This design comes from an exercise in tuning for small area on the open sky130 flow, not from production work.
Where RTL was checked, it was by simulation tests only, not by an equivalence proof against the original.
The RTL of run 3 was laid out without a check of its function.
No activity file was given, so power comes from the tool's default toggle rates. The clock port is modelled as an ideal driver; clocking choices that lean on that would not hold on a real chip.

--- design/flow/design.v ---
`timescale 1ns/1ps
module gobang_move_arbiter #(
  parameter int HIST_DEPTH = 225,
  parameter int CNT_W      = 8
) (
  input  logic             clk,
  input  logic             rst,
  input  logic             new_game,
  input  logic             p_req,
  input  logic [3:0]       p_i,
  input  logic [3:0]       p_j,
  input  logic             a_req,
  input  logic [3:0]       a_i,
  input  logic [3:0]       a_j,
  input  logic             undo_req,
  input  logic             crt_color,
  input  logic             cell_occupied,
  output logic [3:0]       look_i,
  output logic [3:0]       look_j,
  output logic             data_clr,
  output logic             data_write,
  output logic             data_erase,
  output logic [3:0]       write_i,
  output logic [3:0]       write_j,
  output logic             write_color,
  output logic             p_grant,
  output logic             a_grant,
  output logic             reject,
  output logic             undo_done,
  output logic             busy,
  output logic [CNT_W-1:0] move_count,
  output logic             last_valid,
  output logic [3:0]       last_i,
  output logic [3:0]       last_j
);
  typedef enum logic [2:0] {IDLE, CHECK, WRITE, CLEAR, UNDO} state_e;
  localparam logic ID_PLAYER = 1'b0;
  localparam logic ID_AI     = 1'b1;
  state_e           state, state_nxt;
  logic             pending_clr;
  logic             last_served;
  logic [3:0]       lat_i, lat_j;
  logic             lat_id, lat_color;
  logic [7:0]       stack [HIST_DEPTH];
  logic             stack_empty;
  logic [3:0]       top_i, top_j;
  logic             illegal;
  logic             pick_ai;
  assign stack_empty = (move_count == '0);
  assign {top_i, top_j} = stack_empty ? 8'h00 : stack[move_count - 1'b1];
  assign last_valid  = ~stack_empty;
  assign last_i      = top_i;
  assign last_j      = top_j;
  assign busy        = (state != IDLE);
  assign pick_ai = a_req & (~p_req | (last_served == ID_PLAYER));
  assign illegal = cell_occupied | (lat_i > 4'd14) | (lat_j > 4'd14) |
                   (move_count == CNT_W'(HIST_DEPTH));
  always_comb begin
    state_nxt   = state;
    look_i      = '0;
    look_j      = '0;
    data_clr    = 1'b0;
    data_write  = 1'b0;
    data_erase  = 1'b0;
    write_i     = '0;
    write_j     = '0;
    write_color = 1'b0;
    p_grant     = 1'b0;
    a_grant     = 1'b0;
    reject      = 1'b0;
    undo_done   = 1'b0;
    unique case (state)
      IDLE: begin
        if (pending_clr)         state_nxt = CLEAR;
        else if (undo_req)       state_nxt = UNDO;
        else if (p_req || a_req) state_nxt = CHECK;
      end
      CHECK: begin
        look_i    = lat_i;
        look_j    = lat_j;
        reject    = illegal;
        state_nxt = illegal ? IDLE : WRITE;
      end
      WRITE: begin
        data_write  = 1'b1;
        write_i     = lat_i;
        write_j     = lat_j;
        write_color = lat_color;
        p_grant     = (lat_id == ID_PLAYER);
        a_grant     = (lat_id == ID_AI);
        state_nxt   = IDLE;
      end
      CLEAR: begin
        data_clr  = 1'b1;
        state_nxt = IDLE;
      end
      UNDO: begin
        if (stack_empty) begin
          reject = 1'b1;
        end else begin
          data_erase = 1'b1;
          write_i    = top_i;
          write_j    = top_j;
          undo_done  = 1'b1;
        end
        state_nxt = IDLE;
      end
      default: state_nxt = IDLE;
    endcase
  end
  always_ff @(posedge clk or negedge rst) begin
    if (!rst) begin
      state       <= IDLE;
      pending_clr <= 1'b0;
      last_served <= ID_AI;
      move_count  <= '0;
      lat_i       <= '0;
      lat_j       <= '0;
      lat_id      <= ID_PLAYER;
      lat_color   <= 1'b0;
    end else begin
      state <= state_nxt;
      if (new_game)
        pending_clr <= 1'b1;
      else if (state == IDLE && state_nxt == CLEAR)
        pending_clr <= 1'b0;
      if (state == IDLE && state_nxt == CHECK) begin
        lat_i     <= pick_ai ? a_i : p_i;
        lat_j     <= pick_ai ? a_j : p_j;
        lat_id    <= pick_ai ? ID_AI : ID_PLAYER;
        lat_color <= crt_color;
      end
      unique case (state)
        WRITE: begin
          move_count  <= move_count + 1'b1;
          last_served <= lat_id;
        end
        CLEAR: move_count <= '0;
        UNDO:  if (!stack_empty) move_count <= move_count - 1'b1;
        default: ;
      endcase
    end
  end
  always_ff @(posedge clk) begin
    if (state == WRITE)
      stack[move_count] <= {lat_i, lat_j};
  end
endmodule
--- design/flow/constraint.sdc ---
create_clock -name core_clock -period 8.0 [get_ports {clk}]
set_input_delay 1.6000 -clock core_clock [delete_from_list [all_inputs] [get_ports {clk}]]
set_output_delay 1.6000 -clock core_clock [all_outputs]
set_load 0.01 [all_outputs]
--- design/flow/run.sh ---
#!/bin/bash
# synth_recipe.tcl (not shown) runs the flow's synth.tcl, then flattens the netlist and writes it again
# the make line also repeats each setting of config.mk as NAME=value (left out here)
make -C /OpenROAD-flow-scripts/flow DESIGN_CONFIG=/design/flow/config.mk WORK_HOME=/design/flow/orfs CLKGATE_MAP_FILE= SYNTH_SCRIPT=/design/flow/synth_recipe.tcl finish
--- design/flow/config.mk ---
export PLATFORM = sky130hd
export DESIGN_NAME = gobang_move_arbiter
export DESIGN_NICKNAME = gobang_move_arbiter
export VERILOG_FILES = /design/flow/design.v
export SDC_FILE = /design/flow/constraint.sdc
export NUM_CORES = 4
export LEC_CHECK = 0
export CAP_MARGIN = 20
export CORE_MARGIN = 2
export CORE_UTILIZATION = 40
export SLEW_MARGIN = 20
==> summary.txt, run 1 <==
Netlist cell types=72; Worst Clk Skew=around 37 ps; Seq/Total Area, Yosys=between 70% and 80%; clk slew on worst S/H paths=approximately 60 ps; Worst-Margin Slew=~1200 ps; Top Layer Used=met4; Fin. Hold Viols=0; post-CTS sizing=0; DR WL met2=slightly below 90,000 um; Post-Synthesis Cell Area=just over 70,000 um^2; Post-synth ARST share=1.26%; post-CTS setup repair buffer count=0; CP max stage delay=roughly 890 ps; Hold Path Class=reg2reg; core area=179,000 um^2; area delta synth->final=12.6%; clock buffer depth=3; CP Max Fanout=34; H-Tree Depth=4; worst hold margin=between 400 and 500 ps; hold_buf cts=0; PwrDens=~420 nW/um^2; Post-synth top flop=edfxtp_1; cell taking the most area after synthesis=edfxtp_1; DRT Pass-1 Iters=5; Max IR drop VDD=about 440 uV; die height=about 430 um; DP Wirelength=about 110,000 um; clock insertion delay at the later pin of the skew report=around 830 ps; Post-Route Setup TNS=0 ps; clk root buf=clkbuf_16; largest net degree at the start of global routing=~200; Synth area leaders=edfxtp_1 (75%), mux4_2 (14%), nand2_1 (1.7%), nor2_1 (1.3%), mux2i_1 (0.96%); Max-slew headroom=between 20% and 30%; Post-layout nets=3,804; initial core utilization=40.3%; #FFs+latches synth=approximately 1,800; worst-path cell chain=inv_1, ha_4, buf_4, buf_4, mux4_2, mux2i_1, mux2i_1, o221ai_1, and4_1, o31ai_1, clkdlybuf4s50_1; DR vias/cell=about 5.8; Final ANT Viol Nets=0; LEAKAGE=between 20 and 25 nW; DRC viols=0; initial antenna violation count=2; number of global-route vias before repair=35,916; slowest CP cell=o31ai_1; number of synthesized flops with an enable pin=between 1,500 and 2,000; Avg Inst Size Synth=19.7 um^2; instance count of the mapped netlist=~3,700; final cycle utilization of the critical path=98.1%; total CTS buffers=~190; met1 wire length=just under 80,000 um; I/O pins=66; layout cells sized above 1=20.8%; unrepaired setup endpoints after global routing=false; Max Cap Viol=0; final RePlAce weighted congestion=between 0.8 and 0.9; first-pass GRT wire length=approximately 270,000 um; initial drt markers=4,335; crit path capture type=output pin; Fmax=about 0.13 GHz; DRT Wirelength=~180,000 um; FILL cells=14,956; CP arrival=between 6000 and 7000 ps; top cells by count, synth=edfxtp_1 (1,800), mux4_2 (434), nand2_1 (328), nor2_1 (249), clkbuf_1 (98); met3 wire length=~13,000 um; kind of start point of the critical path=flop; syn_nets=between 3,000 and 4,000; grt total ovfl=0; final setup fails=0; Port Buffers=65; via count=36,495; max-slew violations=0; top cell type's share of synthesized area=between 70% and 80%; die area=~180,000 um^2; CTS tree=yes; YS warnings=1; run status=timing/DRC/antenna clean; Die X=~430 um; Routed WL per cell=about 30 um; count leader, synth=edfxtp_1; clock sinks=around 1,800; GRT Overall Usage=19.9%; critical setup path kind=reg2out; Tmin final=roughly 7800 ps; WP data required=approximately 6400 ps; row count=roughly 160
==> per-layer routing <==
layer	global-route usage, %	up-vias
met4	6.40	0
met3	3.29	243
li1	-	15208
met1	28.8	19528
met2	30.9	1516
met5	0	-
==> sequential cells by signal, summed over array words and instances (netlist names) <==
signal	flops
stack	1800
move_count	8
lat_i	4
lat_j	4
state	3
last_served	1
lat_color	1
lat_id	1
pending_clr	1
==> power breakdown <==
| part | leakage (nW) | internal (W) | switching [W] |
|---|---|---|---|
| clock | 2.84 | 0.00470 | 0.00369 |
| combinational | 5.72 | 0.00478 | 0.00868 |
| sequential | 16.3 | 0.0120 | 0.000316 |
| total | 24.9 | 0.0215 | 0.0127 |
==> metrics by stage <==
stage               cell area (um^2)  std cells  total power [W]  setup WS, ps  utilization (%)
finish                         81300       6281           0.0341           156             45.4
global placement               75400       5942           0.0259          1020             42.1
detailed placement             75500       5942           0.0261           970             42.2
CTS                            81300       6279           0.0344          57.7             45.4
floorplan                      72200       3674           0.0208          2730                -
global route                   81300       6279           0.0354          25.6             45.4
==> worst paths after layout <==
check                                     startpoint                   endpoint  slack [ps]  depth (start not counted)
min in group asynchronous                        rst         lat_id$_DFFE_PN0P_        1200                          2
max in group asynchronous                        rst  move_count[0]$_DFFE_PN0P_        6420                          2
min                            lat_color$_DFFE_PN0P_      lat_color$_DFFE_PN0P_         500                          1
max reg2reg                       state[2]$_DFF_PN0_     stack[84][3]$_DFFE_PP_        3830                          7
max                        move_count[1]$_DFFE_PN0P_                 write_j[2]         160                         11
min reg2reg                    lat_color$_DFFE_PN0P_      lat_color$_DFFE_PN0P_         500                          1
==> worst max-delay path, delay by kind of cell, from the launching register on <==
kind | cells | cell delay (ps)
buffers and inverters | 4 | 1610
AOI/OAI and AO/OA | 2 | 1250
adders and majority gates | 1 | 810
muxes | 3 | 680
DFF | 1 | 660
and+or+nand+nor | 1 | 350
==> kinds of logic (layout without fill, tap and decap cells) <==
| kind of cell | after synthesis | in the layout | share of synthesized area [%] |
|---|---|---|---|
| flops | 1823 | 1823 | 75.7 |
| simple gates | 835 | 835 | 5.23 |
| mux | 520 | 520 | 14.8 |
| buf+inv | 254 | 504 | 1.91 |
| compound gates | 231 | 231 | 2.26 |
| xor+xnor | 7 | 7 | 0.111 |
| fa+ha+maj | 4 | 4 | 0.0693 |
| other cells | 0 | 2 | 0 |
==> cells in the final DEF (no fill, tap or decap), drive strengths merged, types with 53 or more instances in the layout <==
| master | synthesis | final |
|---|---|---|
| mux4 | 434 | 434 |
| buf | 137 | 84 |
| nand4 | 53 | 53 |
| nand2 | 329 | 329 |
| nand3 | 87 | 87 |
| clkdlybuf4s50 | 0 | 65 |
| clkinv | 2 | 81 |
| nor2 | 249 | 249 |
| mux2i | 69 | 69 |
| edfxtp | 1800 | 1800 |
| clkbuf | 99 | 234 |
==> area by class of cell <==
class                   instances  area, um^2  area share [%]
flip-flops and latches       1823       54700            67.2
multi-input cells            1597       16300            20.1
clock buffers                 234        4880            6.00
well taps                    2355        2950            3.62
repair buffers                149        1470            1.81
clock inverters               103         985            1.21
inverters                      18        67.6          0.0831
diodes                          2        5.00         0.00615
==> run 2: changes to the inputs <==
--- a/design/flow/design.v
+++ b/design/flow/design.v
@@ -36,22 +36,31 @@
   typedef enum logic [2:0] {IDLE, CHECK, WRITE, CLEAR, UNDO} state_e;
   localparam logic ID_PLAYER = 1'b0;
   localparam logic ID_AI     = 1'b1;
+  localparam int   NPOS      = HIST_DEPTH + 1;
   state_e           state, state_nxt;
   logic             pending_clr;
   logic             last_served;
   logic [3:0]       lat_i, lat_j;
   logic             lat_id, lat_color;
-  logic [7:0]       stack [HIST_DEPTH];
+  logic [7:0]       sreg [NPOS];
+  logic             ofs;
+  logic             dn;
+  logic             push, pop;
   logic             stack_empty;
+  logic [7:0]       top;
   logic [3:0]       top_i, top_j;
   logic             illegal;
   logic             pick_ai;
   assign stack_empty = (move_count == '0);
-  assign {top_i, top_j} = stack_empty ? 8'h00 : stack[move_count - 1'b1];
+  assign top         = ofs ? ~sreg[1] : sreg[0];
+  assign {top_i, top_j} = stack_empty ? 8'h00 : top;
   assign last_valid  = ~stack_empty;
   assign last_i      = top_i;
   assign last_j      = top_j;
   assign busy        = (state != IDLE);
+  assign push = (state == WRITE);
+  assign pop  = (state == UNDO) & ~stack_empty;
+  assign dn   = push | (~pop & ~ofs);
   assign pick_ai = a_req & (~p_req | (last_served == ID_PLAYER));
   assign illegal = cell_occupied | (lat_i > 4'd14) | (lat_j > 4'd14) |
                    (move_count == CNT_W'(HIST_DEPTH));
@@ -118,8 +127,11 @@
       lat_j       <= '0;
       lat_id      <= ID_PLAYER;
       lat_color   <= 1'b0;
+      ofs         <= 1'b0;
     end else begin
       state <= state_nxt;
+      if (!(push | pop))
+        ofs <= ~ofs;
       if (new_game)
         pending_clr <= 1'b1;
       else if (state == IDLE && state_nxt == CLEAR)
@@ -142,7 +154,9 @@
     end
   end
   always_ff @(posedge clk) begin
-    if (state == WRITE)
-      stack[move_count] <= {lat_i, lat_j};
+    sreg[0] <= ~(dn ? ~{lat_i, lat_j} : sreg[1]);
+    for (int k = 1; k < NPOS - 1; k++)
+      sreg[k] <= ~(dn ? sreg[k-1] : sreg[k+1]);
+    sreg[NPOS-1] <= ~sreg[NPOS-2];
   end
 endmodule
==> summary.txt, run 2 <==
Final ANT Viol Nets=0; largest net degree at the start of global routing=around 160; Fin. Hold Viols=0; worst r2r src=move_count[1]$_DFFE_PN0P_; FILL cells=12,934; Bufs and invs on worst path=2; Max Cap Viol=0; final RePlAce weighted congestion=just over 0.7; grt total ovfl=0; Switching Power=around 0.0070 W; first-pass GRT wire length=~130,000 um; top cell type's share of synthesized area=between 60% and 70%; Synth area leaders=dfxtp_1 (63%), mux2i_1 (31%), buf_6 (2.1%), dfrtp_1 (1.0%), buf_2 (0.49%); Max IR drop VDD=between 400 and 500 uV; DRT Wirelength=around 75,000 um; clock buffer depth=3; post-synthesis adder-cell area fraction=0.165%; Avg Inst Size Synth=14.4 um^2; Largest regs=sreg (1808), move_count (8); total CTS buffers=~190; top cell family by delay on the critical path=simple AND/OR/NAND/NOR gates; reg2reg setup slack=just under 4000 ps; Fmax=approximately 0.20 GHz; Seq. cell area=approximately 37,000 um^2; number of global-route vias before repair=28,991; CP max stage delay=just under 700 ps; kind of start point of the critical path=flop; core area=143,000 um^2; Sw Share=between 20 and 30%; DRC viols=0; Worst-Margin Slew=around 1200 ps; sequential power share=40.5%; CP arrival=around 3400 ps; Multi-input gate area=19,000 um^2; Post-layout nets=4,120; clk slew on worst S/H paths=~60 ps; Hold Path Class=reg2reg; YS warnings=2; I/O pins=66; die height=roughly 380 um; row count=139; syn_nets=roughly 4,000; final worst slack=~3000 ps; Post-synth top flop=dfxtp_1; CP endpoint=reject; hold_buf cts=0; Max-slew headroom=a little over a fifth; cell taking the most area after synthesis=dfxtp_1; initial drt markers=roughly 830; worst r2r path cells=7; worst-path cell chain=or4_1, nor2_1, inv_1, o21ai_0, clkdlybuf4s50_1; Post-Route Setup TNS=0 ps; final setup fails=0; PwrDens=about 380 nW/um^2; post-CTS setup repair buffer count=0; via count=28,057; largest reg by FF count=sreg; instance count of the mapped netlist=about 4,000; number of synthesized flops with an enable pin=0; clock insertion delay at the later pin of the skew report=~770 ps; max-slew violations=0; combinational power share=between 20% and 30%; #FFs+latches synth=~1,800; post-CTS sizing=0; Post-Synthesis Cell Area=57,700 um^2; area delta synth->final=13.4%; run status=timing/DRC/antenna clean; LEAKAGE=~32 nW; CTS tree=yes; Post-synth ARST share=between 1 and 1.5%; largest family of logic cells by synthesized area=multiplexers; worst hold margin=around 370 ps; Worst path depth=5; Seq/Total Area, Yosys=63.7%; die area=147,000 um^2; antenna diode count=0; H-Tree Depth=4; top cells by count, synth=dfxtp_1 (1,808), mux2i_1 (1,808), buf_6 (110), buf_2 (56), buf_4 (34); post-synthesis simple-gate area fraction=less than 1%; Tmin final=4990 ps; dpl ws=around 3400 ps; layout cells sized above 1=7.79%; Worst Setup SP=move_count[1]$_DFFE_PN0P_; initial core utilization=40.2%; initial antenna violation count=0; GRT Overall Usage=approximately 10%; slowest CP cell=nor2_1; mux contribution to synthesized area=roughly a third; max reg flops=around 1,800; XOR/XNOR Fraction of Synth Area=less than 1%; Routed WL per cell=between 10 and 15 um; Die X=384 um; Compound-Gate Fraction of Synth Area=less than 1%; CP Max Fanout=9; DR vias/cell=4.57; clock power share=about a third; critical setup path kind=reg2out; Worst Clk Skew=around 20 ps; WP data required=between 6000 and 7000 ps; clock sinks=1,832; FF-to-FF End=sreg[224][2]$_DFF_P_; final cycle utilization of the critical path=around 62%; DRT Pass-1 Iters=4; DP Wirelength=~44,000 um; clk root buf=clkbuf_16; Int Pwr=roughly 0.018 W; Pwr Total=between 0.02 and 0.025 W; unrepaired setup endpoints after global routing=false; Netlist cell types=48; Port Buffers=between 60 and 70; crit path capture type=output pin; most frequent cells in the layout=mux2i_1 (1,808), dfxtp_1 (1,808), clkbuf_16 (188)
-- run 2: changes by cell type after synthesis, sizes merged, moves of 217 or more --
cell,delta
nor2,-217
nand2,-323
edfxtp,-1800
mux4,-434
mux2i,+1739
dfxtp,+1808
-- run 2: routing by layer --
layer	wire (um)	track usage [%]	vias to the layer above
met5	0	0	-
met4	2230	4.36	0
met1	37300	13.4	13256
met2	32200	16.1	284
met3	3140	2.74	176
li1	-	-	14341
-- run 2: layout make-up --
| type | count | area share [%] |
|---|---|---|
| sequential | 1832 | 56.2 |
| multi-input combinational | 1951 | 29.1 |
| clock buffer | 273 | 8.30 |
| tap | 1903 | 3.64 |
| timing repair buffer | 96 | 1.52 |
| clock inverter | 61 | 1.13 |
| inverter | 23 | 0.132 |
-- run 2: worst min-delay path by stage --
stage | start | end | slack (ps) | depth (start not counted)
after floorplan | sreg[224][0]$_DFF_P_ | sreg[225][0]$_DFF_P_ | 350 | 1
after global placement | sreg[224][1]$_DFF_P_ | sreg[225][1]$_DFF_P_ | 360 | 1
after detailed placement | sreg[224][1]$_DFF_P_ | sreg[225][1]$_DFF_P_ | 360 | 1
after CTS | sreg[224][2]$_DFF_P_ | sreg[225][2]$_DFF_P_ | 380 | 1
after global routing | sreg[224][1]$_DFF_P_ | sreg[225][1]$_DFF_P_ | 380 | 1
final | sreg[224][2]$_DFF_P_ | sreg[225][2]$_DFF_P_ | 370 | 1
-- run 2: kinds of logic (layout without fill, tap and decap cells) --
group	count (synthesis)	after routing
buffers and inverters	232	453
flip-flops	1832	1832
AND/OR/NAND/NOR	73	73
AO/OA/AOI/OAI	56	56
adder cells (fa/ha/maj)	7	7
multiplexers	1811	1811
XOR/XNOR	4	4
-- run 2: metrics by stage --
| stage | util (%) | area, um^2 | cells |
|---|---|---|---|
| after detailed placement | 41.3 | 59300 | 5804 |
| after floorplan | - | 57700 | 4015 |
| final | 45.6 | 65500 | 6139 |
| after CTS | 45.6 | 65500 | 6138 |
| after global routing | 45.6 | 65500 | 6139 |
| after global placement | 41.3 | 59300 | 5804 |
-- run 2: power groups by stage --
stage	registers [W]	logic, W	clock network (W)
after global placement	0.0103	0.00630	0
final	0.0101	0.00632	0.00855
after detailed placement	0.0103	0.00637	0
after global routing	0.0102	0.00674	0.00927
after floorplan	0.0102	0.00613	0
after CTS	0.0101	0.00638	0.00891
==> run 3: changes to the inputs <==
--- a/design/flow/design.v
+++ b/design/flow/design.v
@@ -44,8 +44,9 @@
   logic             lat_id, lat_color;
   logic [7:0]       sreg [NPOS];
   logic             ofs;
-  logic             dn;
+  logic             sh_dn, sh_up;
   logic             push, pop;
+  logic             push_nxt, pop_nxt, ofs_nxt, dn_nxt;
   logic             stack_empty;
   logic [7:0]       top;
   logic [3:0]       top_i, top_j;
@@ -60,7 +61,10 @@
   assign busy        = (state != IDLE);
   assign push = (state == WRITE);
   assign pop  = (state == UNDO) & ~stack_empty;
-  assign dn   = push | (~pop & ~ofs);
+  assign push_nxt = (state_nxt == WRITE);
+  assign pop_nxt  = (state_nxt == UNDO) & ~stack_empty;
+  assign ofs_nxt  = (push | pop) ? ofs : ~ofs;
+  assign dn_nxt   = push_nxt | (~pop_nxt & ~ofs_nxt);
   assign pick_ai = a_req & (~p_req | (last_served == ID_PLAYER));
   assign illegal = cell_occupied | (lat_i > 4'd14) | (lat_j > 4'd14) |
                    (move_count == CNT_W'(HIST_DEPTH));
@@ -128,10 +132,13 @@
       lat_id      <= ID_PLAYER;
       lat_color   <= 1'b0;
       ofs         <= 1'b0;
+      sh_dn       <= 1'b1;
+      sh_up       <= 1'b0;
     end else begin
+      sh_dn <= dn_nxt;
+      sh_up <= ~dn_nxt;
       state <= state_nxt;
-      if (!(push | pop))
-        ofs <= ~ofs;
+      ofs <= ofs_nxt;
       if (new_game)
         pending_clr <= 1'b1;
       else if (state == IDLE && state_nxt == CLEAR)
@@ -154,9 +161,9 @@
     end
   end
   always_ff @(posedge clk) begin
-    sreg[0] <= ~(dn ? ~{lat_i, lat_j} : sreg[1]);
+    sreg[0] <= ~(({8{sh_dn}} & ~{lat_i, lat_j}) | ({8{sh_up}} & sreg[1]));
     for (int k = 1; k < NPOS - 1; k++)
-      sreg[k] <= ~(dn ? sreg[k-1] : sreg[k+1]);
+      sreg[k] <= ~(({8{sh_dn}} & sreg[k-1]) | ({8{sh_up}} & sreg[k+1]));
     sreg[NPOS-1] <= ~sreg[NPOS-2];
   end
 endmodule
--- a/design/flow/config.mk
+++ b/design/flow/config.mk
@@ -7,5 +7,9 @@
 export LEC_CHECK = 0
 export CAP_MARGIN = 20
 export CORE_MARGIN = 2
-export CORE_UTILIZATION = 40
+export CORE_UTILIZATION = 65
+export CTS_BUF_LIST = sky130_fd_sc_hd__clkbuf_8
+export CTS_CLUSTER_DIAMETER = 60
+export CTS_CLUSTER_SIZE = 20
+export PLACE_DENSITY = 0.75
 export SLEW_MARGIN = 20
==> summary.txt, run 3 <==
crit path capture type=output pin; commonest non-fill, non-tap cell in the layout=dfxtp_1; Fmax=about 0.2 GHz; XOR/XNOR Fraction of Synth Area=less than 1%; Netlist cell types=47; LEAKAGE=roughly 22 nW; die height=290 um; Hold Crit Depth=1; Hold Path Class=reg2reg; final cycle utilization of the critical path=63.8%; Die X=290 um; post-CTS setup repair buffer count=0; Post-Route Setup TNS=0 ps; dpl ws=about 3400 ps; DR vias/cell=roughly 6.2; YS warnings=2; first-pass GRT wire length=around 140,000 um; Compound-Gate Fraction of Synth Area=a little over a quarter; top cell family by delay on the critical path=simple AND/OR/NAND/NOR gates; CP max stage delay=600 ps; clock buffer depth=3; number of global-route vias before repair=between 30,000 and 40,000; Placed Cells=4,952; Final ANT Viol Nets=0; DP Wirelength=about 45,000 um; core area=~80,000 um^2; Hold EP=sreg[225][5]$_DFF_P_; Post-synth ARST share=under 10%; Routed WL per cell=around 16 um; Synth area leaders=dfxtp_1 (68%), a22oi_1 (25%), clkbuf_1 (2.8%), dfrtp_1 (1.1%), nor2_1 (0.23%); row count=104; top cell type's share of synthesized area=68.3%; sequential power share=59.0%; combinational power share=a little over a quarter; M1 GR Usage=around 25%; Int Pwr=around 0.020 W; Sw Share=32.7%; Multi-input gate area=between 10,000 and 15,000 um^2; clock insertion delay at the later pin of the skew report=about 730 ps; Tmin final=about 5100 ps; Seq/Total Area, Yosys=between 60 and 70%; syn_nets=around 4,200; post-synthesis adder-cell area fraction=0.179%; max reg flops=~1,800; largest reg by FF count=sreg; DRC viols=0; Switching Power=0.00955 W; largest net degree at the start of global routing=282; Port Buffers=65; CTS tree=yes; cell taking the most area after synthesis=dfxtp_1; via count=31,494; Avg Inst Size Synth=~13 um^2; count leader, synth=dfxtp_1; FILL cells=approximately 6,000; run status=timing/DRC/antenna clean; Post-synth top flop=dfxtp_1; cell area after placement=53,800 um^2; most frequent cells in the layout=dfxtp_1 (1,808), a22oi_1 (1,800), clkbuf_8 (115); post-CTS sizing=0; final RePlAce weighted congestion=0.750; reg2reg setup slack=between 4000 and 5000 ps; Fin. Hold Viols=0; Worst Clk Skew=20.3 ps; top cells by count, synth=dfxtp_1 (1,808), a22oi_1 (1,800), clkbuf_1 (392), nor2_1 (33), dfrtp_1 (24); clk root buf=clkbuf_8; clk slew on worst S/H paths=110 ps; clock sinks=between 1,500 and 2,000; critical setup path kind=reg2out; min-delay src=sreg[224][5]$_DFF_P_; worst r2r src=sh_dn$_DFF_PN1_; Max Cap Viol=0; post-synthesis simple-gate area fraction=0.663%; initial drt markers=around 2,700; unrepaired setup endpoints after global routing=false; PwrDens=around 520 nW/um^2; Largest regs=sreg (1808), move_count (8); worst-path cell chain=or4_1, or2_1, and2_1, a22o_1, clkdlybuf4s50_1; DRT Wirelength=between 70,000 and 80,000 um; WP data required=around 6400 ps; Final Non-Filler Cells=5,099; CP Max Fanout=12; GRT Overall Usage=18.3%; DRT Pass-1 Iters=6; CP arrival=between 3000 and 4000 ps; total CTS buffers=107; grt peak-use layer=met2; initial antenna violation count=1; H-Tree Depth=3; number of synthesized flops with an enable pin=0; mux contribution to synthesized area=less than 1%; final worst slack=between 2000 and 3000 ps; #FFs+latches synth=around 1,800; largest family of logic cells by synthesized area=compound AO/OA/AOI/OAI gates; worst hold margin=around 390 ps; Post-layout nets=~4,000; Max IR drop VDD=roughly 380 uV; Worst-Margin Slew=roughly 1200 ps; Seq. cell area=between 30,000 and 40,000 um^2; clock power share=between 10% and 20%; met3 usage=under 10%; area delta synth->final=4.99%; met2 usage=a little under a third; grt total ovfl=0; hold_buf cts=0; instance count of the mapped netlist=~4,200; I/O pins=66; max-slew violations=0; Post-Synthesis Cell Area=~53,000 um^2; final setup fails=0; final instance area=roughly 56,000 um^2; layout cells sized above 1=4.48%; FF-to-FF End=sreg[126][7]$_DFF_P_; die area=between 80,000 and 90,000 um^2; Max-slew headroom=21.8%; initial core utilization=about two thirds; worst r2r path cells=3; Bufs and invs on worst path=1; kind of start point of the critical path=flop; slowest CP cell=or4_1
## run 3: cell types whose count changed in the layout (fill, tap and decap cells not counted), moves of 10 or more
cell / change
buf_4: -10
mux2i_1: -1799
clkbuf_16: -188
clkbuf_8: +74
a22oi_1: +1800
clkinv_2: -22
clkbuf_1: -44
## run 3: kinds of logic (layout without fill, tap and decap cells)
| family | count (synthesis) | after routing |
|---|---|---|
| AO/OA/AOI/OAI | 1851 | 1851 |
| flip-flops | 1834 | 1834 |
| buffers and inverters | 434 | 259 |
| AND/OR/NAND/NOR | 68 | 68 |
| multiplexers | 14 | 14 |
| adder cells (fa/ha/maj) | 7 | 7 |
| XOR/XNOR | 5 | 5 |
| other | 0 | 1 |
## run 3: worst max path at each step
stage	start	end	slack (ps)	depth (start not counted)
final	move_count[1]$_DFFE_PN0P_	write_i[0]	2900	5
after global routing	move_count[1]$_DFFE_PN0P_	write_i[0]	2800	5
after CTS	move_count[1]$_DFFE_PN0P_	write_i[0]	2830	5
after detailed placement	cell_occupied	reject	3440	5
after global placement	cell_occupied	reject	3410	5
after floorplan	cell_occupied	reject	4350	3
## run 3: cell type report
type	count	area share (%)
Inverter	24	0.162
Timing Repair Buffer	89	1.76
Multi-Input combinational cell	1945	26.1
Clock buffer	115	2.84
Tap cell	1060	2.38
Antenna cell	1	0.00450
Clock inverter	31	0.564
Sequential cell	1834	66.2
## run 3: layer usage
layer	share of wire [%]	wire [um]
met5	0	0
met4	1.6	1250
met3	2.7	2190
met2	46	36600
met1	50	39600
## run 3: stage by stage
step / util (%) / total power (W)
2_1_floorplan: - / 0.0233
3_3_place_gp: 66.6 / 0.0250
3_5_place_dp: 66.6 / 0.0254
4_1_cts: 69.0 / 0.0295
5_1_grt: 69.0 / 0.0315
6_report: 69.0 / 0.0292
## run 3: power groups by stage
stage | combinational, W | clock [W] | sequential (W)
after floorplan | 0.00689 | 0 | 0.0164
after global placement | 0.00763 | 0 | 0.0173
after detailed placement | 0.00800 | 0 | 0.0174
after CTS | 0.00801 | 0.00426 | 0.0172
after global routing | 0.00903 | 0.00457 | 0.0179
final | 0.00790 | 0.00407 | 0.0172
==> run 4: changes to the inputs <==
--- a/design/flow/design.v
+++ b/design/flow/design.v
@@ -161,9 +161,9 @@
     end
   end
   always_ff @(posedge clk) begin
-    sreg[0] <= ~(({8{sh_dn}} & ~{lat_i, lat_j}) | ({8{sh_up}} & sreg[1]));
+    sreg[0] <= ~((~{lat_i, lat_j} | {8{sh_up}}) & (sreg[1] | {8{sh_dn}}));
     for (int k = 1; k < NPOS - 1; k++)
-      sreg[k] <= ~(({8{sh_dn}} & sreg[k-1]) | ({8{sh_up}} & sreg[k+1]));
+      sreg[k] <= ~((sreg[k-1] | {8{sh_up}}) & (sreg[k+1] | {8{sh_dn}}));
     sreg[NPOS-1] <= ~sreg[NPOS-2];
   end
 endmodule
==> design/flow/config.mk (replaced) <==
export PLATFORM = sky130hd
export DESIGN_NAME = gobang_move_arbiter
export DESIGN_NICKNAME = gobang_move_arbiter
export VERILOG_FILES = /design/flow/design.v
export SDC_FILE = /design/flow/constraint.sdc
export NUM_CORES = 4
export LEC_CHECK = 0
export CAP_MARGIN = 20
export CORE_MARGIN = 2
export CORE_UTILIZATION = 70
export CTS_BUF_LIST = sky130_fd_sc_hd__clkbuf_16
export CTS_CLUSTER_DIAMETER = 80
export CTS_CLUSTER_SIZE = 36
export PLACE_DENSITY = 0.8
export SLEW_MARGIN = 20
==> summary.txt, run 4 <==
Tmin final=4820 ps; crit path capture type=output pin; top cell type's share of synthesized area=approximately 71%; largest net degree at the start of global routing=287; CTS tree=yes; cell taking the most area after synthesis=dfxtp_1; number of global-route vias before repair=between 20,000 and 30,000; final instance area=about 53,000 um^2; die area=74,700 um^2; antenna diode count=0; first-pass GRT wire length=roughly 130,000 um; post-CTS sizing=0; final setup fails=0; Post-layout nets=approximately 4,000; top cell family by delay on the critical path=simple AND/OR/NAND/NOR gates; grt total ovfl=0; worst r2r path cells=4; Max IR drop VDD=just under 500 uV; clock insertion delay at the later pin of the skew report=660 ps; Worst path depth=5; Die X=between 200 and 300 um; final core occ=roughly 74%; syn_nets=approximately 4,200; Synth area leaders=dfxtp_1 (71%), o22ai_1 (22%), clkbuf_1 (2.8%), dfrtp_1 (1.2%), nor2_1 (0.24%); Seq/Total Area, Yosys=72.6%; post-CTS setup repair buffer count=0; count leader, synth=dfxtp_1; initial drt markers=2,064; Hold Path Class=reg2reg; max-slew violations=0; Avg Inst Size Synth=about 12 um^2; Bufs and invs on worst path=1; H-Tree Depth=2; DRT Pass-1 Iters=5; PwrDens=546 nW/um^2; Worst Clk Skew=between 30 and 40 ps; clock sinks=approximately 1,800; layout cells sized above 1=2.45%; DR vias/cell=6.20; Post-Route Setup TNS=0 ps; Post-Synthesis Cell Area=50,800 um^2; LEAKAGE=between 15 and 20 nW; cell area after placement=just over 50,000 um^2; clock buffer depth=3; CP Max Fanout=12; hold_buf cts=0; Netlist cell types=46; WP data required=between 6000 and 7000 ps; commonest non-fill, non-tap cell in the layout=dfxtp_1; top cells by count, synth=dfxtp_1 (1,808), o22ai_1 (1,801), clkbuf_1 (372), nor2_1 (33), buf_1 (32); die height=273 um; CP arrival=~3200 ps; CP max stage delay=600 ps; YS warnings=2; Fmax=around 0.21 GHz; slowest CP cell=or4_1; Pwr Total=roughly 0.029 W; Fin. Hold Viols=0; initial core utilization=between 70% and 80%; critical setup path kind=reg2out; number of synthesized flops with an enable pin=0; I/O pins=66; Post-synth ARST share=1.42%; Placed Cells=between 4,000 and 5,000; GRT Overall Usage=~20%; Port Buffers=65; most frequent cells in the layout=dfxtp_1 (1,808), o22ai_1 (1,801), clkdlybuf4s50_1 (65); Worst-Margin Slew=approximately 1100 ps; kind of start point of the critical path=flop; total CTS buffers=between 50 and 60; via count=30,395; worst-path cell chain=or4_1, or2_1, and2_1, a22o_1, clkdlybuf4s50_1; max reg flops=between 1,500 and 2,000; Largest regs=sreg (1808), move_count (8); unrepaired setup endpoints after global routing=false; Post-synth top flop=dfxtp_1; Max Cap Viol=0; Max-slew headroom=a little over a quarter; final RePlAce weighted congestion=0.768; initial antenna violation count=0; DRC viols=0; DRT Wirelength=approximately 77,000 um; row count=98; Hold Crit Depth=1; #FFs+latches synth=between 1,500 and 2,000; core area=roughly 70,000 um^2; Final ANT Viol Nets=0; Routed WL per cell=around 16 um; Final Non-Filler Cells=roughly 4,900; area delta synth->final=4.20%; DP Wirelength=approximately 42,000 um; clk slew on worst S/H paths=about 120 ps; largest reg by FF count=sreg; clk root buf=clkbuf_16; final cycle utilization of the critical path=about three fifths; instance count of the mapped netlist=between 4,000 and 5,000; run status=timing/DRC/antenna clean
## run 4: cell count changes in the layout (fill, tap and decap cells not counted), sizes merged
cell	previous run	this run
a22oi	1800	0
buf	24	23
bufinv	5	0
clkbuf	115	57
clkinv	15	3
clkinvlp	3	0
diode	1	0
inv	32	28
o22ai	1	1801
## run 4: stage by stage
step | hold WS [ps] | setup slack [ps]
after floorplan | 353 | 4350
after CTS | 393 | 3140
final | 390 | 3180
after global placement | 361 | 3380
after detailed placement | 364 | 3420
after global routing | 401 | 3050
## run 4: logic make-up after synthesis
kind of cell	count (synthesis)	share of synthesized area [%]
AOI/OAI and AO/OA	1851	22.9
DFF	1834	72.6
buffers and inverters	434	3.27
and+or+nand+nor	68	0.693
muxes	14	0.288
adders and majority gates	7	0.187
xor gates and xnor gates	5	0.101
## run 4: path summary, 6_finish.rpt
kind                                                 from                   endpoint  slack, ps
worst min-delay path                 sreg[224][7]$_DFF_P_       sreg[225][7]$_DFF_P_        390
min in group asynchronous                             rst  move_count[7]$_DFFE_PN0P_       1280
worst max register to register            sh_dn$_DFF_PN1_       sreg[148][1]$_DFF_P_       4650
max in group asynchronous                             rst            sh_dn$_DFF_PN1_       6410
worst min register to register       sreg[224][7]$_DFF_P_       sreg[225][7]$_DFF_P_        390
worst max-delay path            move_count[1]$_DFFE_PN0P_                 write_j[2]       3180
## run 4: layout make-up
type                            count  area [um^2]
Sequential cell                  1834        36900
Inverter                           24         90.1
Multi-Input combinational cell   1945        12300
Tap cell                          950         1190
Clock inverter                      7         55.1
Timing Repair Buffer               88         1030
Clock buffer                       57         1430
Fill cell                        4849        18700
## run 4: routing by layer
metal | GRT usage (%) | vias up | part of all wire (%) | wire length (um)
li1 | - | 15703 | - | -
met1 | 28.2 | 14461 | 51 | 39100
met2 | 33.4 | 153 | 46 | 35000
met3 | 2.21 | 78 | 1.8 | 1410
met4 | 4.08 | 0 | 1.4 | 1110
met5 | 0 | - | 0 | 0
## run 4: power breakdown
| group | internal (W) | total [W] | switching (W) |
|---|---|---|---|
| clock network | 0.00131 | 0.00374 | 0.00243 |
| registers | 0.0144 | 0.0173 | 0.00287 |
| logic | 0.00373 | 0.00789 | 0.00416 |
## run 4: worst register-to-register path, stage by stage, from the launching register on
cell	delay [ps]
dfstp_4	1250
buf_4	690
buf_12	420
buf_16	560
o22ai_1	300
==> run 5: changes to the inputs <==
--- a/design/flow/config.mk
+++ b/design/flow/config.mk
@@ -8,8 +8,8 @@
 export CAP_MARGIN = 20
 export CORE_MARGIN = 2
 export CORE_UTILIZATION = 70
-export CTS_BUF_LIST = sky130_fd_sc_hd__clkbuf_16
+export CTS_BUF_LIST = sky130_fd_sc_hd__clkbuf_8 sky130_fd_sc_hd__clkbuf_16
 export CTS_CLUSTER_DIAMETER = 80
-export CTS_CLUSTER_SIZE = 36
+export CTS_CLUSTER_SIZE = 30
 export PLACE_DENSITY = 0.8
 export SLEW_MARGIN = 20
==> summary.txt, run 5 <==
Port Buffers=65; total CTS buffers=71; I/O pins=between 60 and 70; Tmin final=about 4800 ps; mux contribution to synthesized area=less than 1%; Compound-Gate Fraction of Synth Area=a little under a quarter; number of synthesized flops with an enable pin=0; FILL cells=~4,800; initial antenna violation count=0; final RePlAce weighted congestion=around 0.77; count leader, synth=dfxtp_1; DRC viols=0; max reg flops=1,808; post-synthesis adder-cell area fraction=0.187%; WP data required=around 6400 ps; Max-slew headroom=between 20% and 30%; Worst Clk Skew=around 18 ps; most frequent cells in the layout=dfxtp_1 (1,808), o22ai_1 (1,801), clkbuf_16 (75); antenna diode count=0; initial drt markers=roughly 2,300; number of global-route vias before repair=28,530; largest net degree at the start of global routing=approximately 290; final setup fails=0; clk slew on worst S/H paths=between 100 and 150 ps; critical setup path kind=reg2out; clock buffer depth=3; kind of start point of the critical path=flop; clk root buf=clkbuf_16; post-CTS setup repair buffer count=0; Multi-input gate area=~12,000 um^2; Hold Path Class=reg2reg; final cycle utilization of the critical path=59.7%; #FFs+latches synth=1,834; dpl ws=approximately 3400 ps; Post-Route Setup TNS=0 ps; grt total ovfl=0; worst r2r path cells=4; Avg Inst Size Synth=12.1 um^2; H-Tree Depth=3; Seq. cell area=36,900 um^2; first-pass GRT wire length=between 100,000 and 150,000 um; die height=273 um; initial core utilization=between 70 and 80%; cell taking the most area after synthesis=dfxtp_1; DRT Wirelength=78,300 um; DR vias/cell=6.18; worst hold margin=390 ps; post-CTS sizing=0; area delta synth->final=5.17%; row count=a little under 100; Post-Synthesis Cell Area=50,800 um^2; final core occ=between 70% and 80%; Largest regs=sreg (1808), move_count (8); final worst slack=about 3200 ps; Final ANT Viol Nets=0; Worst-Margin Slew=between 1000 and 1500 ps; syn_nets=~4,200; hold_buf cts=0; Routed WL per cell=between 15 and 20 um; CP arrival=between 3000 and 4000 ps; Post-layout nets=3,995; LEAKAGE=roughly 20 nW; Placed Cells=between 4,000 and 5,000; Max Cap Viol=0; Fin. Hold Viols=0; Seq/Total Area, Yosys=72.6%; layout cells sized above 1=under 10%; Post-synth top flop=dfxtp_1; unrepaired setup endpoints after global routing=false; clock insertion delay at the later pin of the skew report=630 ps; largest family of logic cells by synthesized area=compound AO/OA/AOI/OAI gates; post-synthesis simple-gate area fraction=less than 1%; XOR/XNOR Fraction of Synth Area=less than 1%; clock sinks=~1,800; Final Non-Filler Cells=4,925; CTS tree=yes; Max IR drop VDD=a little under 500 uV; top cell type's share of synthesized area=a little under three quarters; GRT Overall Usage=20.4%; top cells by count, synth=dfxtp_1 (1,808), o22ai_1 (1,801), clkbuf_1 (372), nor2_1 (33), buf_1 (32); via count=30,454; CP Max Fanout=12; die area=~75,000 um^2; DRT Pass-1 Iters=5; worst r2r src=sh_dn$_DFF_PN1_; max-slew violations=0; instance count of the mapped netlist=roughly 4,200; run status=timing/DRC/antenna clean; DP Wirelength=between 40,000 and 50,000 um; Post-synth ARST share=under 10%; FF-to-FF End=sreg[116][1]$_DFF_P_; Synth area leaders=dfxtp_1 (71%), o22ai_1 (22%), clkbuf_1 (2.8%), dfrtp_1 (1.2%), nor2_1 (0.24%); PwrDens=between 500 and 600 nW/um^2; reg2reg setup slack=~4600 ps; Worst Setup SP=move_count[1]$_DFFE_PN0P_; Die X=273 um; commonest non-fill, non-tap cell in the layout=dfxtp_1; core area=about 72,000 um^2; largest reg by FF count=sreg; crit path capture type=output pin; YS warnings=2; Netlist cell types=46; Fmax=0.210 GHz; CP endpoint=write_j[2]
## run 5: critical path, cell delays in order (launching register included)
cell and delay (ps):
dfrtp_1 440, or4_1 600, or2_1 400, and2_1 360, a22o_1 260, clkdlybuf4s50_1 480
## run 5: worst min-delay path by stage
stage                            to            startpoint  cells after the start  slack, ps
6_report       sreg[225][1]$_DFF_P_  sreg[224][1]$_DFF_P_                      1        390
4_1_cts        sreg[225][1]$_DFF_P_  sreg[224][1]$_DFF_P_                      1        390
2_1_floorplan  sreg[225][0]$_DFF_P_  sreg[224][0]$_DFF_P_                      1        350
5_1_grt        sreg[225][0]$_DFF_P_  sreg[224][0]$_DFF_P_                      1        400
3_3_place_gp   sreg[225][2]$_DFF_P_  sreg[224][2]$_DFF_P_                      1        360
3_5_place_dp   sreg[225][5]$_DFF_P_  sreg[224][5]$_DFF_P_                      1        360
## run 5: through the flow
| step | instance area [um^2] | power [W] |
|---|---|---|
| 6_report | 53400 | 0.0295 |
| 3_3_place_gp | 51400 | 0.0248 |
| 3_5_place_dp | 51400 | 0.0253 |
| 5_1_grt | 53400 | 0.0315 |
| 2_1_floorplan | 50800 | 0.0233 |
| 4_1_cts | 53300 | 0.0296 |
## run 5: where the power goes
group | leakage [nW] | internal [W] | switching [W]
Sequential | 15.6 | 0.0144 | 0.00290
Clock | 0.982 | 0.00174 | 0.00253
Combinational | 3.33 | 0.00373 | 0.00420
Total | 19.9 | 0.0199 | 0.00963
## run 5: cell type report
class	count	share of cell area, %
Multi-Input combinational cell	1945	23.0
Tap cell	950	2.23
Timing Repair Buffer	88	1.92
Inverter	24	0.169
Sequential cell	1834	69.0
Clock buffer	75	3.52
Clock inverter	9	0.176
## run 5: cell families (layout without fill, tap and decap cells)
| logic type | Yosys count | count (layout) |
|---|---|---|
| AOI/OAI and AO/OA | 1851 | 1851 |
| xor gates and xnor gates | 5 | 5 |
| adders and majority gates | 7 | 7 |
| buffers and inverters | 434 | 196 |
| DFF | 1834 | 1834 |
| muxes | 14 | 14 |
| and+or+nand+nor | 68 | 68 |
## run 5: per-layer routing
layer | up-vias | part of all wire (%) | global-route usage [%]
met5 | - | 0 | 0
met4 | 0 | 1.6 | 4.31
met3 | 95 | 2.0 | 2.78
met2 | 191 | 46 | 31.8
met1 | 14445 | 51 | 30.5
li1 | 15723 | - | -
==> run 6: changes to the inputs <==
--- a/design/flow/config.mk
+++ b/design/flow/config.mk
@@ -8,8 +8,8 @@
 export CAP_MARGIN = 20
 export CORE_MARGIN = 2
 export CORE_UTILIZATION = 70
-export CTS_BUF_LIST = sky130_fd_sc_hd__clkbuf_8 sky130_fd_sc_hd__clkbuf_16
-export CTS_CLUSTER_DIAMETER = 80
-export CTS_CLUSTER_SIZE = 30
+export CTS_BUF_LIST = sky130_fd_sc_hd__clkbuf_16
+export CTS_CLUSTER_DIAMETER = 60
+export CTS_CLUSTER_SIZE = 32
 export PLACE_DENSITY = 0.8
 export SLEW_MARGIN = 20
==> summary.txt, run 6 <==
Max Cap Viol=0; WP data required=roughly 6400 ps; cell taking the most area after synthesis=dfxtp_1; Worst Clk Skew=22.7 ps; die area=~75,000 um^2; #FFs+latches synth=~1,800; initial drt markers=between 2,000 and 2,500; number of synthesized flops with an enable pin=0; number of global-route vias before repair=~29,000; H-Tree Depth=3; clock sinks=around 1,800; LEAKAGE=between 20 and 25 nW; most frequent cells in the layout=dfxtp_1 (1,808), o22ai_1 (1,801), clkbuf_16 (81); CP Max Fanout=12; Post-synth top flop=dfxtp_1; area delta synth->final=6.41%; DP Wirelength=42,300 um; clock insertion delay at the later pin of the skew report=around 640 ps; grt total ovfl=0; largest reg by FF count=sreg; Fmax=roughly 0.21 GHz; final cycle utilization of the critical path=59.5%; layout cells sized above 1=just under 4%; clock buffer depth=3; max reg flops=1,808; largest net degree at the start of global routing=287; GRT Overall Usage=between 20% and 30%; crit path capture type=output pin; final RePlAce weighted congestion=approximately 0.77; Die X=273 um; YS warnings=2; unrepaired setup endpoints after global routing=false; post-CTS sizing=0; top cell family by delay on the critical path=simple AND/OR/NAND/NOR gates; Port Buffers=65; Fin. Hold Viols=0; row count=98; Final ANT Viol Nets=0; initial core utilization=between 70% and 80%; instance count of the mapped netlist=roughly 4,200; final worst slack=approximately 3200 ps; Post-Route Setup TNS=0 ps; commonest non-fill, non-tap cell in the layout=dfxtp_1; post-CTS setup repair buffer count=0; via count=30,645; count leader, synth=dfxtp_1; Largest regs=sreg (1808), move_count (8); first-pass GRT wire length=~130,000 um; DR vias/cell=slightly above 6; top cells by count, synth=dfxtp_1 (1,808), o22ai_1 (1,801), clkbuf_1 (372), nor2_1 (33), buf_1 (32); PwrDens=~560 nW/um^2; dpl ws=between 3000 and 4000 ps; Max-slew headroom=between 20% and 30%; DRC viols=0; clk slew on worst S/H paths=between 100 and 150 ps; top cell type's share of synthesized area=between 70% and 80%; Routed WL per cell=approximately 16 um; syn_nets=4,244; Bufs and invs on worst path=1; Hold Path Class=reg2reg; Post-Synthesis Cell Area=roughly 51,000 um^2; Max IR drop VDD=485 uV; DRT Pass-1 Iters=5; hold_buf cts=0; final setup fails=0; die height=approximately 270 um; CP arrival=around 3200 ps; Post-synth ARST share=roughly 1.4%; slowest CP cell=or4_1; Tmin final=approximately 4800 ps; CTS tree=yes; core area=just over 70,000 um^2; Synth area leaders=dfxtp_1 (71%), o22ai_1 (22%), clkbuf_1 (2.8%), dfrtp_1 (1.2%), nor2_1 (0.24%); clk root buf=clkbuf_16; worst-path cell chain=or4_1, or2_1, and2_1, a22o_1, clkdlybuf4s50_1; I/O pins=66; Worst-Margin Slew=roughly 1200 ps; DRT Wirelength=just under 80,000 um; antenna diode count=0; Avg Inst Size Synth=12.1 um^2; max-slew violations=0; total CTS buffers=between 70 and 80; Netlist cell types=46; critical setup path kind=reg2out; kind of start point of the critical path=flop; CP max stage delay=600 ps; Post-layout nets=4,001; run status=timing/DRC/antenna clean; Seq/Total Area, Yosys=between 70 and 80%; initial antenna violation count=0
run 6: cell count changes in the layout (fill, tap and decap cells not counted):
cell	before	now
buf_16	2	1
bufinv_16	1	4
clkbuf_16	75	81
clkinv_1	1	4
clkinv_16	0	1
clkinv_2	0	4
clkinv_4	0	1
clkinv_8	0	6
clkinvlp_4	0	3
inv_12	0	9
inv_16	1	2
inv_6	3	10
run 6: metrics by stage:
| stage | utilization (%) | std cells | power (W) | instance area [um^2] | hold slack, ps |
|---|---|---|---|---|---|
| 5_1_grt | 75.4 | 4968 | 0.0322 | 54000 | 402 |
| 3_3_place_gp | 71.7 | 4839 | 0.0248 | 51400 | 361 |
| 4_1_cts | 75.4 | 4967 | 0.0303 | 54000 | 388 |
| 3_5_place_dp | 71.7 | 4839 | 0.0253 | 51400 | 364 |
| 6_report | 75.4 | 4968 | 0.0301 | 54000 | 385 |
| 2_1_floorplan | - | 4213 | 0.0233 | 50800 | 353 |
run 6: final timing paths:
path | cells past startpoint | startpoint | end | slack [ps]
setup reg to reg | 4 | sh_dn$_DFF_PN1_ | sreg[104][1]$_DFF_P_ | 4580
max in group asynchronous | 2 | rst | last_served$_DFFE_PN1P_ | 6370
min in group asynchronous | 2 | rst | move_count[3]$_DFFE_PN0P_ | 1310
setup / recovery | 5 | move_count[1]$_DFFE_PN0P_ | write_j[2] | 3240
hold reg to reg | 1 | sreg[224][5]$_DFF_P_ | sreg[225][5]$_DFF_P_ | 380
hold / removal | 1 | sreg[224][5]$_DFF_P_ | sreg[225][5]$_DFF_P_ | 380
run 6: cells by family after synthesis:
kind of cell,after synthesis,share of synthesized area [%]
AOI/OAI and AO/OA,1851,22.9
xor gates and xnor gates,5,0.101
adders and majority gates,7,0.187
buffers and inverters,434,3.27
DFF,1834,72.6
muxes,14,0.288
and+or+nand+nor,68,0.693
run 6: per-layer routing:
metal / vias to the layer above / GRT usage [%] / routed length, um
met3: 95 / 2.69 / 1550
met2: 200 / 31.8 / 36000
met1: 14561 / 30.9 / 39700
met5: - / 0 / 0
met4: 0 / 4.60 / 1390
li1: 15789 / - / -
run 6: cell type report:
class | count | area, um^2
sequential | 1834 | 36900
fill | 4660 | 17600
multi-input combinational | 1945 | 12300
clock buffer | 81 | 2030
tap | 950 | 1190
timing repair buffer | 87 | 998
clock inverter | 47 | 602
inverter | 24 | 90.1
run 6: power breakdown:
| group | switching [W] | internal [W] |
|---|---|---|
| registers | 0.00290 | 0.0144 |
| logic | 0.00420 | 0.00372 |
| clock network | 0.00283 | 0.00210 |
| total | 0.00992 | 0.0202 |
==> run 7: changes to the inputs <==
==> design/flow/flow/run.sh (new file) <==
#!/bin/bash
# Standard layout, with the port buffers made from the smallest buffer cell.
set -euo pipefail
bash standard.sh BUFFER_PORTS_ARGS="-buffer_cell sky130_fd_sc_hd__buf_1" finish > standard_flow.log 2>&1
==> design/flow/standard.sh (new file) <==
#!/bin/bash
# synth_recipe.tcl (not shown) runs the flow's synth.tcl, then flattens the netlist and writes it again
# the make line also repeats each setting of config.mk as NAME=value (left out here)
make -C /OpenROAD-flow-scripts/flow DESIGN_CONFIG=/design/flow/config.mk WORK_HOME=/design/flow/orfs CLKGATE_MAP_FILE= SYNTH_SCRIPT=/design/flow/synth_recipe.tcl "${@:-finish}"
--- a/design/flow/config.mk
+++ b/design/flow/config.mk
@@ -9,7 +9,7 @@
 export CORE_MARGIN = 2
 export CORE_UTILIZATION = 70
 export CTS_BUF_LIST = sky130_fd_sc_hd__clkbuf_16
-export CTS_CLUSTER_DIAMETER = 60
-export CTS_CLUSTER_SIZE = 32
+export CTS_CLUSTER_DIAMETER = 80
+export CTS_CLUSTER_SIZE = 36
 export PLACE_DENSITY = 0.8
 export SLEW_MARGIN = 20
removed: design/flow/run.sh
==> summary.txt, run 7 <==
core area=a little over 70,000 um^2; Die X=roughly 270 um; initial antenna violation count=0; grt total ovfl=0; crit path capture type=output pin; Top Layer Used=met4; worst-path cell chain=or4_1, or2_1, and2_1, a22o_1, buf_1; cell area after placement=roughly 51,000 um^2; area delta synth->final=3.42%; Synth area leaders=dfxtp_1 (71%), o22ai_1 (22%), clkbuf_1 (2.8%), dfrtp_1 (1.2%), nor2_1 (0.24%); run status=timing/DRC/antenna clean; Bufs and invs on worst path=1; worst hold margin=391 ps; clock insertion delay at the later pin of the skew report=670 ps; WP data required=about 6400 ps; clk root buf=clkbuf_16; Max Cap Viol=0; layout cells sized above 1=approximately 2.7%; DRT Pass-1 Iters=7; CP arrival=between 2000 and 3000 ps; #FFs+latches synth=1,834; clock buffer depth=3; clock sinks=1,834; Routed WL per cell=about 15 um; YS warnings=2; Max-slew headroom=22.4%; DP Wirelength=about 42,000 um; Multi-input gate area=around 12,000 um^2; slowest CP cell=or4_1; instance count of the mapped netlist=around 4,200; final setup fails=0; CP max stage delay=600 ps; antenna diode count=0; Netlist cell types=46; I/O pins=66; clk slew on worst S/H paths=approximately 120 ps; Post-synth top flop=dfxtp_1; Post-Synthesis Cell Area=approximately 51,000 um^2; initial drt markers=about 2,000; first-pass GRT wire length=129,000 um; Avg Inst Size Synth=roughly 12 um^2; Final ANT Viol Nets=0; Port Buffers=65; Hold Path Class=reg2reg; number of synthesized flops with an enable pin=0; most frequent cells in the layout=dfxtp_1 (1,808), o22ai_1 (1,801), buf_1 (65); row count=98; DRC viols=0; Seq. cell area=36,900 um^2; critical setup path kind=reg2out; die height=between 200 and 300 um; top cell type's share of synthesized area=71.3%; Fin. Hold Viols=0; post-CTS sizing=0; post-CTS setup repair buffer count=0; FILL cells=between 4,000 and 5,000; final instance area=roughly 53,000 um^2; kind of start point of the critical path=flop; CP Max Fanout=12; number of global-route vias before repair=29,024; final cycle utilization of the critical path=a little over half; PwrDens=547 nW/um^2; Tmin final=4370 ps; CTS tree=yes; largest net degree at the start of global routing=between 200 and 300; top cells by count, synth=dfxtp_1 (1,808), o22ai_1 (1,801), clkbuf_1 (372), nor2_1 (33), buf_1 (32); H-Tree Depth=2; largest reg by FF count=sreg; Seq/Total Area, Yosys=72.6%; cell taking the most area after synthesis=dfxtp_1; met3 wire length=about 1400 um; LEAKAGE=~19 nW; Post-synth ARST share=under 10%; top cell family by delay on the critical path=simple AND/OR/NAND/NOR gates; initial core utilization=a little under three quarters; Post-layout nets=about 4,000; Largest regs=sreg (1808), move_count (8); GRT Overall Usage=between 15 and 20%; count leader, synth=dfxtp_1; final RePlAce weighted congestion=between 0.7 and 0.8; die area=between 70,000 and 80,000 um^2; via count=about 30,000; max-slew violations=0; unrepaired setup endpoints after global routing=false; Post-Route Setup TNS=0 ps; DR vias/cell=between 6 and 7; Max IR drop VDD=between 300 and 400 uV; syn_nets=roughly 4,200; commonest non-fill, non-tap cell in the layout=dfxtp_1; Fmax=~0.23 GHz; DRT Wirelength=75,100 um; hold_buf cts=0; max reg flops=approximately 1,800; met1 wire length=38,200 um; total CTS buffers=57; DR WL met2=34,400 um; Worst-Margin Slew=between 1000 and 1500 ps; Worst Clk Skew=around 33 ps
run 7: cell count changes in the layout (fill, tap and decap cells not counted), moves of 2 or more:
cell	before	now
clkbuf_16	81	59
buf_4	8	17
bufinv_16	4	0
clkinv_1	4	2
buf_1	0	65
inv_16	2	0
buf_12	13	9
clkinv_8	6	0
inv_12	9	0
inv_6	10	2
clkinvlp_4	3	0
clkinv_2	4	0
clkdlybuf4s50_1	65	0
run 7: final timing paths:
kind	start	end	slack [ps]	cells after the start
hold reg to reg	sreg[224][5]$_DFF_P_	sreg[225][5]$_DFF_P_	390	1
min in group asynchronous	rst	move_count[3]$_DFFE_PN0P_	890	2
setup reg to reg	sh_dn$_DFF_PN1_	sreg[105][1]$_DFF_P_	5060	3
hold / removal	sreg[224][5]$_DFF_P_	sreg[225][5]$_DFF_P_	390	1
max in group asynchronous	rst	last_served$_DFFE_PN1P_	6780	2
setup / recovery	move_count[1]$_DFFE_PN0P_	write_j[2]	3630	5
run 7: area by class of cell:
| type | count | area share [%] |
|---|---|---|
| well taps | 950 | 2.26 |
| multi-input cells | 1945 | 23.4 |
| clock inverters | 8 | 0.131 |
| clock buffers | 59 | 2.81 |
| repair buffers | 92 | 1.07 |
| inverters | 24 | 0.172 |
| flip-flops and latches | 1834 | 70.2 |
run 7: through the flow:
step / worst slack, ps / power, W / instances / utilization [%]
5_1_grt: 3470 / 0.0307 / 4912 / 73.3
6_report: 3630 / 0.0287 / 4912 / 73.3
2_1_floorplan: 4350 / 0.0233 / 4213 / -
3_3_place_gp: 4110 / 0.0246 / 4845 / 71.2
3_5_place_dp: 4110 / 0.0251 / 4845 / 71.2
4_1_cts: 3580 / 0.0289 / 4912 / 73.3
run 7: layer usage:
metal  track usage [%]  up-vias
li1                  -    15691
met1              26.8    14373
met2              33.3      165
met3              2.17       84
met4              4.34        0
met5                 0        -
run 7: logic make-up (layout without fill, tap and decap cells):
group	after synthesis	count (layout)	synth area share, %
adder cells (fa/ha/maj)	7	7	0.187
AND/OR/NAND/NOR	68	68	0.693
multiplexers	14	14	0.288
AO/OA/AOI/OAI	1851	1851	22.9
flip-flops	1834	1834	72.6
buffers and inverters	434	183	3.27
XOR/XNOR	5	5	0.101
run 7: power breakdown:
| group | switching [W] | total, W | internal, W |
|---|---|---|---|
| clock | 0.00243 | 0.00379 | 0.00135 |
| combinational | 0.00417 | 0.00772 | 0.00356 |
| sequential | 0.00283 | 0.0172 | 0.0144 |
run 7: worst reg2reg max path, stage by stage (launching register included):
cell     delay (ps)
dfstp_4        1000
buf_4           620
buf_4           890
o22ai_1         300
==> run 8: changes to the inputs <==
==> design/flow/flow/run.sh (replaced) <==
#!/bin/bash
# Standard layout, with the port buffers made from the smallest buffer cell and
# clock tree synthesis without dummy loads.
set -euo pipefail
bash standard.sh BUFFER_PORTS_ARGS="-buffer_cell sky130_fd_sc_hd__buf_1" \
  CTS_ARGS="-sink_clustering_enable -repair_clock_nets -sink_clustering_size 38 -sink_clustering_max_diameter 60 -buf_list sky130_fd_sc_hd__clkbuf_16 -dont_use_dummy_load" \
  finish > standard_flow.log 2>&1
==> summary.txt, run 8 <==
post-CTS sizing=0; total CTS buffers=73; slowest CP cell=or4_1; clk root buf=clkbuf_16; DRC viols=0; unrepaired setup endpoints after global routing=false; Post-synth top flop=dfxtp_1; H-Tree Depth=3; final setup fails=0; commonest non-fill, non-tap cell in the layout=dfxtp_1; Die X=between 200 and 300 um; largest reg by FF count=sreg; WP data required=roughly 6400 ps; max-slew violations=0; count leader, synth=dfxtp_1; worst-path cell chain=or4_1, or2_1, and2_1, a22o_1, buf_1; FILL cells=4,952; cell taking the most area after synthesis=dfxtp_1; clock sinks=between 1,500 and 2,000; Final ANT Viol Nets=0; Port Buffers=65; Bufs and invs on worst path=1; Largest regs=sreg (1808), move_count (8); grt total ovfl=0; DP Wirelength=around 42,000 um; Max IR drop VDD=353 uV; Max-slew headroom=23.1%; DRT Pass-1 Iters=4; LEAKAGE=19.6 nW; die area=74,700 um^2; core area=71,600 um^2; Synth area leaders=dfxtp_1 (71%), o22ai_1 (22%), clkbuf_1 (2.8%), dfrtp_1 (1.2%), nor2_1 (0.24%); Post-synth ARST share=1.42%; Routed WL per cell=around 16 um; Post-Route Setup TNS=0 ps; DR vias/cell=just over 6; critical setup path kind=reg2out; antenna diode count=0; CP Max Fanout=12; Max Cap Viol=0; number of global-route vias before repair=slightly below 30,000; kind of start point of the critical path=flop; Post-Synthesis Cell Area=50,800 um^2; top cells by count, synth=dfxtp_1 (1,808), o22ai_1 (1,801), clkbuf_1 (372), nor2_1 (33), buf_1 (32); layout cells sized above 1=a little under 3%; Post-layout nets=approximately 4,000; via count=a little over 30,000; final RePlAce weighted congestion=roughly 0.8; top cell family by delay on the critical path=simple AND/OR/NAND/NOR gates; Tmin final=roughly 4300 ps; syn_nets=between 4,000 and 5,000; Netlist cell types=46; Avg Inst Size Synth=between 10 and 15 um^2; GRT Overall Usage=19.8%; final cycle utilization of the critical path=between 50% and 60%; crit path capture type=output pin; initial drt markers=a little over 2,000; PwrDens=between 500 and 600 nW/um^2; I/O pins=between 60 and 70; number of synthesized flops with an enable pin=0; post-CTS setup repair buffer count=0; Fin. Hold Viols=0; initial core utilization=a little under three quarters; area delta synth->final=3.97%; Worst-Margin Slew=between 1000 and 1500 ps; clock buffer depth=3; die height=273 um; #FFs+latches synth=between 1,500 and 2,000; YS warnings=2; initial antenna violation count=0; Hold Path Class=reg2reg; DRT Wirelength=76,300 um; top cell type's share of synthesized area=slightly above 70%; Placed Cells=~4,800; CTS tree=yes; max reg flops=1,808; instance count of the mapped netlist=4,213; clk slew on worst S/H paths=~100 ps; CP arrival=approximately 2700 ps; first-pass GRT wire length=131,000 um; row count=between 90 and 100; Seq/Total Area, Yosys=between 70 and 80%; CP max stage delay=600 ps; Final Non-Filler Cells=~4,900; clock insertion delay at the later pin of the skew report=~650 ps; run status=timing/DRC/antenna clean; most frequent cells in the layout=dfxtp_1 (1,808), o22ai_1 (1,801), clkbuf_16 (73); hold_buf cts=0; Worst Clk Skew=between 50 and 60 ps; largest net degree at the start of global routing=278; Fmax=0.232 GHz
==> run 8: cell counts after synthesis <==
Identical to the previous run, type by type.
==> run 8: worst register-to-register path, stage by stage (launching register included) <==
cell and delay, ps:
dfstp_4 990, buf_4 610, buf_12 720, o22ai_1 480
==> run 8: final timing paths <==
check	from	end	slack, ps	depth (start not counted)
setup / recovery	move_count[1]$_DFFE_PN0P_	write_j[2]	3690	5
hold / removal	sreg[225][6]$_DFF_P_	sreg[224][6]$_DFF_P_	380	1
setup reg to reg	sh_dn$_DFF_PN1_	sreg[218][5]$_DFF_P_	5040	3
hold reg to reg	sreg[225][6]$_DFF_P_	sreg[224][6]$_DFF_P_	380	1
max in group asynchronous	rst	sh_dn$_DFF_PN1_	6730	2
min in group asynchronous	rst	move_count[3]$_DFFE_PN0P_	930	2
==> run 8: layer usage <==
| layer | part of all wire, % | GRT usage (%) | vias up | wire length, um |
|---|---|---|---|---|
| met3 | 2.1 | 2.85 | 96 | 1580 |
| li1 | - | - | 15717 | - |
| met1 | 51 | 27.1 | 14401 | 38700 |
| met2 | 46 | 33.5 | 162 | 34800 |
| met5 | 0 | 0 | - | 0 |
| met4 | 1.6 | 4.36 | 0 | 1240 |
==> run 8: logic make-up (layout without fill, tap and decap cells) <==
family	count (synthesis)	count (layout)	synth area share [%]
compound gates	1851	1851	22.9
flops	1834	1834	72.6
buf+inv	434	189	3.27
simple gates	68	68	0.693
mux	14	14	0.288
fa+ha+maj	7	7	0.187
xor+xnor	5	5	0.101
==> run 8: cell type report <==
| cell class | count | area (um^2) | share of cell area, % |
|---|---|---|---|
| clock buffer | 73 | 1830 | 3.46 |
| tap | 950 | 1190 | 2.25 |
| multi-input combinational | 1945 | 12300 | 23.2 |
| sequential | 1834 | 36900 | 69.8 |
| inverter | 24 | 90.1 | 0.171 |
| timing repair buffer | 92 | 563 | 1.07 |
==> run 8: power breakdown <==
group / switching, W / internal (W)
clock: 0.00248 / 0.00165
sequential: 0.00284 / 0.0144
combinational: 0.00418 / 0.00356
==> run 8: stage by stage <==
step / area, um^2 / utilization, % / setup slack (ps) / power [W] / hold slack, ps
6_report: 52800 / 73.7 / 3690 / 0.0291 / 382
3_5_place_dp: 51000 / 71.2 / 4110 / 0.0251 / 362
4_1_cts: 52800 / 73.7 / 3660 / 0.0292 / 382
2_1_floorplan: 50800 / - / 4350 / 0.0233 / 353
3_3_place_gp: 51000 / 71.2 / 4110 / 0.0246 / 359
5_1_grt: 52800 / 73.7 / 3520 / 0.0311 / 395

==> what the ideal ports hide <==
No port has a modelled driver above. Below, the same layouts with a new extraction and two added sets of constraints.
Step 1 sets driving cells, clkbuf_16 on the clock port and buf_2 on the other inputs (assumed; they add their load-dependent delay and slew).
Step 2 moves the port delays by t, midway between the first and last clock arrival at a register: inputs arrive t later, outputs are due t later. That takes back most of the time a late clock gives input paths.
Slacks: ideal ports / drivers / drivers and shift; pairs: ideal ports / drivers.
run	shift t [ns]	setup slack, ns	worst hold slack (ns)	worst setup path after step 2	cell pins on the clock port's net
run 1	0.904	0.156 / 0.065 / 0.969	0.498 / 0.498 / 0.498	register to output	1
run 2	0.821	3.009 / 2.941 / 3.341	0.371 / 0.371 / 0.371	input to output	1
run 3	0.780	2.899 / 2.835 / 3.387	0.390 / 0.390 / 0.390	input to output	1
run 4	0.710	3.179 / 3.117 / 3.380	0.390 / 0.390 / 0.390	input to output	1
run 5	0.695	3.227 / 3.162 / 3.382	0.390 / 0.390 / 0.390	input to output	1
run 6	0.699	3.237 / 3.173 / 3.375	0.385 / 0.385 / 0.385	input to output	1
run 7	0.720	3.627 / 3.565 / 4.068	0.391 / 0.391 / 0.391	input to output	1
run 8	0.689	3.693 / 3.629 / 4.074	0.382 / 0.382 / 0.382	input to output	1
After both steps setup and hold are still met in every run listed.
